This design comes from an exercise in tuning for small area, a short achievable clock period and few clock cycles on the open sky130 flow, not from production work. Only simulation tests tie the RTL to the original design; equivalence was not proved. Power is estimated from default activity; no workload was simulated.

==> flow/design.v (excerpt) <==
module lfu_page_cache_directory (
	input  logic        clk,
	input  logic        arst_n,
	input  logic        cfg_valid,
	output logic        cfg_ready,
	input  logic [4:0]  cfg_active_slots,
	input  logic        req_valid,
	output logic        req_ready,
	input  logic        req_func,
	input  logic [31:0] req_page_number,
	input  logic        req_is_write,
	output logic        res_valid,
	input  logic        res_ready,
	output logic [3:0]  res_slot,
	output logic        res_hit,
	output logic        res_fill_needed,
	output logic        res_writeback_valid,
	output logic [3:0]  res_writeback_slot,
	output logic [31:0] res_writeback_page,
	output logic        res_last
);
	localparam int S = 16;
	logic [S-1:0]  valid_q, dirty_q;
	logic [31:0]   page_q [S];
	logic [15:0]   cnt_q  [S];
	logic [S-1:0]  off_q;        
	logic [S-1:0]  act_q;
	logic          r_valid_q, r_func_q, r_wr_q;
	logic [31:0]   r_page_q;
	logic [S-1:0]  r_match_q;    
	logic          a_valid_q, a_func_q, a_wr_q;
	logic [31:0]   a_page_q;
	logic          b_valid_q, b_func_q, b_wr_q;
	logic [31:0]   b_page_q;
	logic          o_valid_q;
	logic [3:0]    o_slot_q, o_wbs_q;
	logic          o_hit_q, o_fill_q, o_wbv_q, o_last_q;
	logic [31:0]   o_wbp_q;
	logic [S-1:0]  cw_q;
	logic          cw_one_q;
	logic [15:0]   csel_q;       
  ...
make LEC_CHECK=0 CAP_MARGIN=20 CORE_MARGIN=2 CORE_UTILIZATION=45 CTS_CLUSTER_DIAMETER=100 CTS_CLUSTER_SIZE=20 SETUP_SLACK_MARGIN=4.9 SLEW_MARGIN=20 finish   # period 8.0 ns
run.sh (not shown) runs the stock make flow with config.mk's settings and CLKGATE_MAP_FILE= SYNTH_SCRIPT=/design/flow/synth_recipe.tcl, a recipe that flattens the netlist after the stock synthesis.
The starting point reached the layout checks and failed them: max-capacitance violations, max-slew violations.
Testbench counts at the start, summed over its fixed seeds: cycles 4,402.
Edit:
--- a/flow/config.mk
+++ b/flow/config.mk
@@ -9,3 +9,3 @@
 export CORE_MARGIN = 2
-export CORE_UTILIZATION = 45
+export CORE_UTILIZATION = 40
 export CTS_CLUSTER_DIAMETER = 100
@@ -14 +14,2 @@
 export SLEW_MARGIN = 20
+export TNS_END_PERCENT = 50
=> Now the flow finished clean. Sequential power stays flat. Global-route usage is lower by 7.0 points. Worst setup slack gets better by 0.048 ns. Routed wire length is lower by 8.4%.

lfu_page_cache_directory, a different RTL version from the one above (not shown whole).
For scale: ~3800 cells after synthesis, roughly 1100 flip-flops, ~49000 um^2 of cells after synthesis.
==> flow/config.mk <==
export PLATFORM = sky130hd
export DESIGN_NAME = lfu_page_cache_directory
export DESIGN_NICKNAME = lfu_page_cache_directory
export VERILOG_FILES = /design/flow/design.v
export SDC_FILE = /design/flow/constraint.sdc
export NUM_CORES = 4
export LEC_CHECK = 0
export CAP_MARGIN = 20
export CORE_MARGIN = 2
export CORE_UTILIZATION = 40
export CTS_BUF_LIST = sky130_fd_sc_hd__clkbuf_4 sky130_fd_sc_hd__clkbuf_8
export SETUP_SLACK_MARGIN = 4.5
export SLEW_MARGIN = 20
==> flow/constraint.sdc <==
create_clock -name core_clock -period 8.0 [get_ports {clk}]
set_input_delay 1.6000 -clock core_clock [delete_from_list [all_inputs] [get_ports {clk}]]
set_output_delay 1.6000 -clock core_clock [all_outputs]
set_load 0.01 [all_outputs]
The first run completed with no timing, DRC or antenna violations.
Testbench counts at the start, summed over its fixed seeds: cycles 4,402.
Rerun with:
CORE_UTILIZATION = 55   (was 40)
PLACE_DENSITY = 0.65   (was unset)
With this change the flow stopped in global routing.
Synthesized area stays the same.
Synthesized cell count does not change.

## oak
The RTL this note starts from:
==> flow/design.v <==
package lfu_pkg;
	localparam int SLOTS      = 16;
	localparam int COUNT_BITS = 16;
	localparam int PAGE_W     = 32;
	localparam int IDX_W      = 4;    
	localparam int NSLOT_W    = 5;    
	typedef struct packed {
		logic             load;         
		logic             track;        
		logic             hit_upd;      
		logic             alloc;        
		logic             flush_take;   
		logic             flush_end;    
		logic [IDX_W-1:0] idx;
	} lfu_cmd_t;
	typedef struct packed {
		logic match;        
		logic dirty_live;   
		logic pend;         
		logic out_free;     
	} lfu_sts_t;
endpackage
module lfu_page_cache_directory (
	input  logic        clk,
	input  logic        arst_n,
	input  logic        cfg_valid,
	output logic        cfg_ready,
	input  logic [4:0]  cfg_active_slots,
	input  logic        req_valid,
	output logic        req_ready,
	input  logic        req_func,
	input  logic [31:0] req_page_number,
	input  logic        req_is_write,
	output logic        res_valid,
	input  logic        res_ready,
	output logic [3:0]  res_slot,
	output logic        res_hit,
	output logic        res_fill_needed,
	output logic        res_writeback_valid,
	output logic [3:0]  res_writeback_slot,
	output logic [31:0] res_writeback_page,
	output logic        res_last
);
	localparam int S = 16;
	logic [S-1:0]  valid_q, dirty_q;
	logic [31:0]   page_q [S];
	logic [15:0]   cnt_q  [S];
	logic [S-1:0]  off_q;        
	logic [S-1:0]  act_q;
	logic          r_valid_q, r_func_q, r_wr_q;
	logic [31:0]   r_page_q;
	logic [S-1:0]  r_match_q;    
	logic          a_valid_q, a_func_q, a_wr_q;
	logic [31:0]   a_page_q;
	logic          b_valid_q, b_func_q, b_wr_q;
	logic [31:0]   b_page_q;
	logic          o_valid_q;
	logic [3:0]    o_slot_q, o_wbs_q;
	logic          o_hit_q, o_fill_q, o_wbv_q, o_last_q;
	logic [31:0]   o_wbp_q;
	logic [S-1:0]  cw_q;
	logic          cw_one_q;
	logic [15:0]   csel_q;       
	logic [S-1:0]  one_q;        
	logic          sc_run_q, sc_done_q, sc_cv_q, sc_ca_q;
	logic [3:0]    sc_idx_q, sc_vic_q, sc_ci_q;
	logic [15:0]   sc_min_q;
	function automatic [S-1:0] lowest(input [S-1:0] v);
		logic [S-1:0] p;
		p = v;
		p = p | (p << 1);
		p = p | (p << 2);
		p = p | (p << 4);
		p = p | (p << 8);
		lowest = v & ~(p << 1);
	endfunction
	function automatic [3:0] enc(input [S-1:0] oh);
		enc = '0;
		for (int i = 0; i < S; i++)
			if (oh[i]) enc = enc | 4'(i);
	endfunction
	function automatic [S-1:0] off_mask(input [4:0] a);
		for (int i = 0; i < S; i++)
			off_mask[i] = !((i == 0) || (a > 5'd16) || (5'(i) < a));
	endfunction
	assign act_q = ~off_q;
	logic [S-1:0]  match, hit_oh, free, free_oh, dl, dl_oh, one, vic_oh, tgt_oh, sel_oh;
	logic          hit, has_free, dl_any, dl_one, vic_ok;
	logic [15:0]   cnt_sel, cnt_inc;
	logic [31:0]   sel_page;
	always_comb begin
		for (int i = 0; i < S; i++) begin
			match[i] = r_match_q[i];
			free[i]  = !valid_q[i] && act_q[i];
			dl[i]    = valid_q[i] && dirty_q[i] && act_q[i];
			one[i]   = act_q[i] && one_q[i];
		end
	end
	assign hit_oh   = lowest(match);
	assign hit      = |match;
	assign free_oh  = lowest(free);
	assign has_free = |free;
	assign dl_oh    = lowest(dl);
	assign dl_any   = |dl;
	assign dl_one   = (dl & ~dl_oh) == '0;
	logic          sc_need, sc_take;
	logic [S-1:0]  ptr_oh, scv_oh;
	assign sc_need = r_valid_q && !r_func_q && !hit && !has_free && !(|one) && !sc_done_q;
	always_comb begin
		for (int i = 0; i < S; i++) begin
			ptr_oh[i] = sc_run_q && (sc_idx_q == 4'(i));
			scv_oh[i] = (sc_vic_q == 4'(i));
		end
	end
	assign sc_take = sc_cv_q && sc_ca_q && ((sc_ci_q == 4'd0) || csel_q < sc_min_q);
	assign vic_oh = (|one) ? lowest(one) : scv_oh;
	assign vic_ok = (|one) || sc_done_q;
	assign tgt_oh = has_free ? free_oh : vic_oh;
	logic out_free, go, do_acc, do_fl, r_done, evict, alloc, take, r_load, a_load;
	assign out_free  = !o_valid_q || res_ready;
	assign go        = r_valid_q && out_free && (r_func_q || hit || has_free || vic_ok);
	assign do_acc    = go && !r_func_q;
	assign do_fl     = go && r_func_q;
	assign alloc     = do_acc && !hit;
	assign evict     = !hit && !has_free;
	assign r_done    = do_acc || (do_fl && (!dl_any || dl_one));
	assign req_ready = !b_valid_q;
	assign take      = req_valid && !b_valid_q;
	assign r_load    = (!r_valid_q || r_done) && a_valid_q;
	assign a_load    = r_load || !a_valid_q;
	assign cfg_ready = 1'b1;
	logic          n_func, n_wr;
	logic [31:0]   n_page;
	assign n_func = a_func_q;
	assign n_wr   = a_wr_q;
	assign n_page = a_page_q;
	assign sel_oh = r_func_q ? dl_oh : evict ? vic_oh : '0;
	always_comb begin
		cnt_sel  = '0;
		sel_page = '0;
		for (int i = 0; i < S; i++) begin
			cnt_sel  = cnt_sel  | (cnt_q[i]  & {16{hit_oh[i] | ptr_oh[i]}});
			sel_page = sel_page | (page_q[i] & {32{sel_oh[i]}});
		end
	end
	assign cnt_inc = cw_one_q ? 16'd1 : (csel_q == 16'hFFFF) ? csel_q : csel_q + 16'd1;
	always_ff @(posedge clk or negedge arst_n) begin
		if (!arst_n) begin
			valid_q   <= '0;
			dirty_q   <= '0;
			off_q     <= '0;
			r_valid_q <= 1'b0;
			a_valid_q <= 1'b0;
			b_valid_q <= 1'b0;
			o_valid_q <= 1'b0;
			sc_run_q  <= 1'b0;
			sc_done_q <= 1'b0;
			sc_cv_q   <= 1'b0;
			sc_idx_q  <= '0;
			cw_q      <= '0;
			one_q     <= '0;
		end else begin
			if (cfg_valid) off_q <= off_mask(cfg_active_slots);
			if (r_load)      r_valid_q <= 1'b1;
			else if (r_done) r_valid_q <= 1'b0;
			if (a_load) a_valid_q <= b_valid_q || take;
			b_valid_q <= !a_load && (b_valid_q || take);
			if (go)             o_valid_q <= 1'b1;
			else if (res_ready) o_valid_q <= 1'b0;
			cw_q <= !do_acc ? '0 : hit ? hit_oh : tgt_oh;
			if (do_acc) one_q <= hit ? (one_q & ~hit_oh) : (one_q | tgt_oh);
			if (sc_run_q && sc_idx_q == 4'd15) sc_run_q <= 1'b0;
			else if (sc_need && !sc_cv_q)      sc_run_q <= 1'b1;
			if (go)                                sc_done_q <= 1'b0;
			else if (sc_cv_q && sc_ci_q == 4'd15)  sc_done_q <= 1'b1;
			if (sc_run_q) sc_idx_q <= sc_idx_q + 4'd1;
			sc_cv_q <= sc_run_q;
			if (do_acc) begin
				if (hit) begin
					if (r_wr_q) dirty_q <= dirty_q | hit_oh;
				end else begin
					valid_q <= valid_q | tgt_oh;
					dirty_q <= r_wr_q ? (dirty_q | tgt_oh) : (dirty_q & ~tgt_oh);
				end
			end
			if (do_fl) begin
				valid_q <= valid_q & ~dl_oh;
				dirty_q <= dirty_q & ~dl_oh;
			end
		end
	end
	always_ff @(posedge clk) begin
		cw_one_q <= !hit;
		csel_q   <= (|(cw_q & hit_oh)) ? cnt_inc : cnt_sel;
		sc_ci_q  <= sc_idx_q;
		sc_ca_q  <= act_q[sc_idx_q];
		if (sc_take) begin
			sc_min_q <= csel_q;
			sc_vic_q <= sc_ci_q;
		end
		if (take) begin
			b_func_q <= req_func;
			b_wr_q   <= req_is_write;
			b_page_q <= req_page_number;
		end
		if (a_load) begin
			a_func_q <= b_valid_q ? b_func_q : req_func;
			a_wr_q   <= b_valid_q ? b_wr_q   : req_is_write;
			a_page_q <= b_valid_q ? b_page_q : req_page_number;
		end
		if (r_load) begin
			r_func_q <= n_func;
			r_wr_q   <= n_wr;
			r_page_q <= n_page;
			for (int i = 0; i < S; i++)
				r_match_q[i] <= act_q[i] && ((alloc && tgt_oh[i]) ? (r_page_q == n_page) :
					(valid_q[i] && !(do_fl && dl_oh[i]) && (page_q[i] == n_page)));
		end
		for (int i = 0; i < S; i++) begin
			if (alloc && tgt_oh[i])
				page_q[i] <= r_page_q;
			if (cw_q[i])
				cnt_q[i] <= cnt_inc;
		end
		if (go) begin
			o_slot_q <= r_func_q ? enc(dl_oh) : hit ? enc(hit_oh) : enc(tgt_oh);
			o_hit_q  <= !r_func_q && hit;
			o_fill_q <= !r_func_q && !hit && !r_wr_q;
			o_wbv_q  <= r_func_q ? dl_any : evict;
			o_wbs_q  <= enc(sel_oh);
			o_wbp_q  <= sel_page;
			o_last_q <= !r_func_q || !dl_any || dl_one;
		end
	end
	assign res_valid           = o_valid_q;
	assign res_slot            = o_slot_q;
	assign res_hit             = o_hit_q;
	assign res_fill_needed     = o_fill_q;
	assign res_writeback_valid = o_wbv_q;
	assign res_writeback_slot  = o_wbs_q;
	assign res_writeback_page  = o_wbp_q;
	assign res_last            = o_last_q;
endmodule
Settings: LEC_CHECK=0, CAP_MARGIN=20, CORE_MARGIN=2, CORE_UTILIZATION=40, CTS_CLUSTER_DIAMETER=100, CTS_CLUSTER_SIZE=20, SETUP_SLACK_MARGIN=4.8, SLEW_MARGIN=20; clock period 8.0 ns.
Testbench counts of oak, summed over its fixed seeds: cycles 4,402.
Inputs modified between oak and pine:
Settings: SETUP_SLACK_MARGIN: 4.8 -> 4.7.
Notes after the runs:
When pine is measured against oak, its non-clock buffer count turns out about 18% lower. Measured against each other, pine and oak differ in final critical delay including setup and external delays, the higher figure coming from oak. Of pine and oak, the lower setup slack at placement belongs to pine. Run comparison: oak slowest cell on the critical path sky130_fd_sc_hd__dfrtp_2; pine slowest cell on the critical path sky130_fd_sc_hd__edfxtp_1. Looking at clock buffer instance count of the final layout, pine sits 14 below oak.
Here is what was changed in the inputs of birch compared with pine.
Settings: swapping 4.7 for 4.9 in SETUP_SLACK_MARGIN; putting GPL_ROUTABILITY_DRIVEN at 0 where nothing was set.
Results
- In birch the implementation ran to completion but is not tape-out ready, as the final checks report capacitance limit, slew limit.
- Register fraction of the total cell area for birch is lower than for pine.
- Diff pine and birch: combined area of the multi-input logic cells higher in birch
- Re count of plain and timing-repair buffers: pine was lower than birch.
- Capture point of the worst path: o_wbp_q[2] -> birch, o_wbp_q[5] -> pine
## Diff of input files: maple against birch
Settings: removing CTS_CLUSTER_SIZE (formerly 20); removing GPL_ROUTABILITY_DRIVEN (formerly 0); changing SETUP_SLACK_MARGIN from 4.9 to 4.5; removing CTS_CLUSTER_DIAMETER (formerly 100).
[summary]
The sole clean run among birch and maple is maple. birch: complete, dirty (capacitance limit, slew limit). Going from birch to maple, setup slack -0.10 ns; clock-buffer cell count increased 37; hold slack fell 0.019 ns. Taking birch as the reference, in maple global-route wire length before repair now smaller; total power increased by 6.8% relative to the old numbers; wire length per cell -about 0.43%; total half-perimeter wirelength after legalization and detailed placement saw an increase. In the metrics for birch and maple, the one carrying the lower vias after detailed routing is maple. Number of ordinary inverters in the final layout: maple vs birch down 3. Compared with birch, in maple share of the final layout cell area in sequential cells picked up an extra 1.5 points, non-clock buffer count lost 181.
Modified inputs, cedar compared to maple
Settings: an added CTS_CLUSTER_DIAMETER of 100; an added PLACE_DENSITY of 0.7; an added CTS_CLUSTER_SIZE of 20; a change of SETUP_SLACK_MARGIN from 4.5 to 4.9.
[summary]
Going from maple to cedar, final area went up; global placer's final weighted congestion went up; minimum period implied by the final worst setup slack went up. Compared to maple, the routing of cedar uses more wire. Taking maple as the reference, in cedar count of plain and timing-repair buffers in the layout climbed 257; met3 usage climbed 3.3 points.

## re-timing with driven ports
Ports are ideal in the flow. The routed layouts listed here were re-timed in OpenROAD.
Step 1: set_driving_cell puts a clkbuf_16 on clk and a buf_2 on each other input, an assumption about the parent block.
Step 2 also shifts input and output timing later by t, the mid clock arrival at the registers, as if the neighbouring blocks saw the same clock.
Three values: no drivers, after step 1, after step 2; two values: the first two.
| run | shift t [ns] | setup slack, ns | cell pins on the clock port's net |
|---|---|---|---|
| the first run of note 1 | 0.784 | 4.592 / 4.592 / 3.961 | 1 |
| the second run of note 1 | 0.778 | 4.640 / 4.640 / 3.997 | 1 |
| the first run of note 2 | 1.025 | 4.346 / 4.346 / 3.681 | 1 |
| oak | 0.771 | 4.562 / 4.562 / 4.137 | 1 |
| pine | 0.784 | 4.573 / 4.573 / 3.954 | 1 |
| birch | 0.794 | 4.614 / 4.614 / 4.105 | 1 |
| maple | 0.781 | 4.513 / 4.506 / 3.776 | 1 |
| cedar | 0.771 | 4.413 / 4.413 / 4.124 | 1 |
The setup slack of maple, which loses most, moves by -0.007 ns with the drivers and by -0.737 ns with both steps.
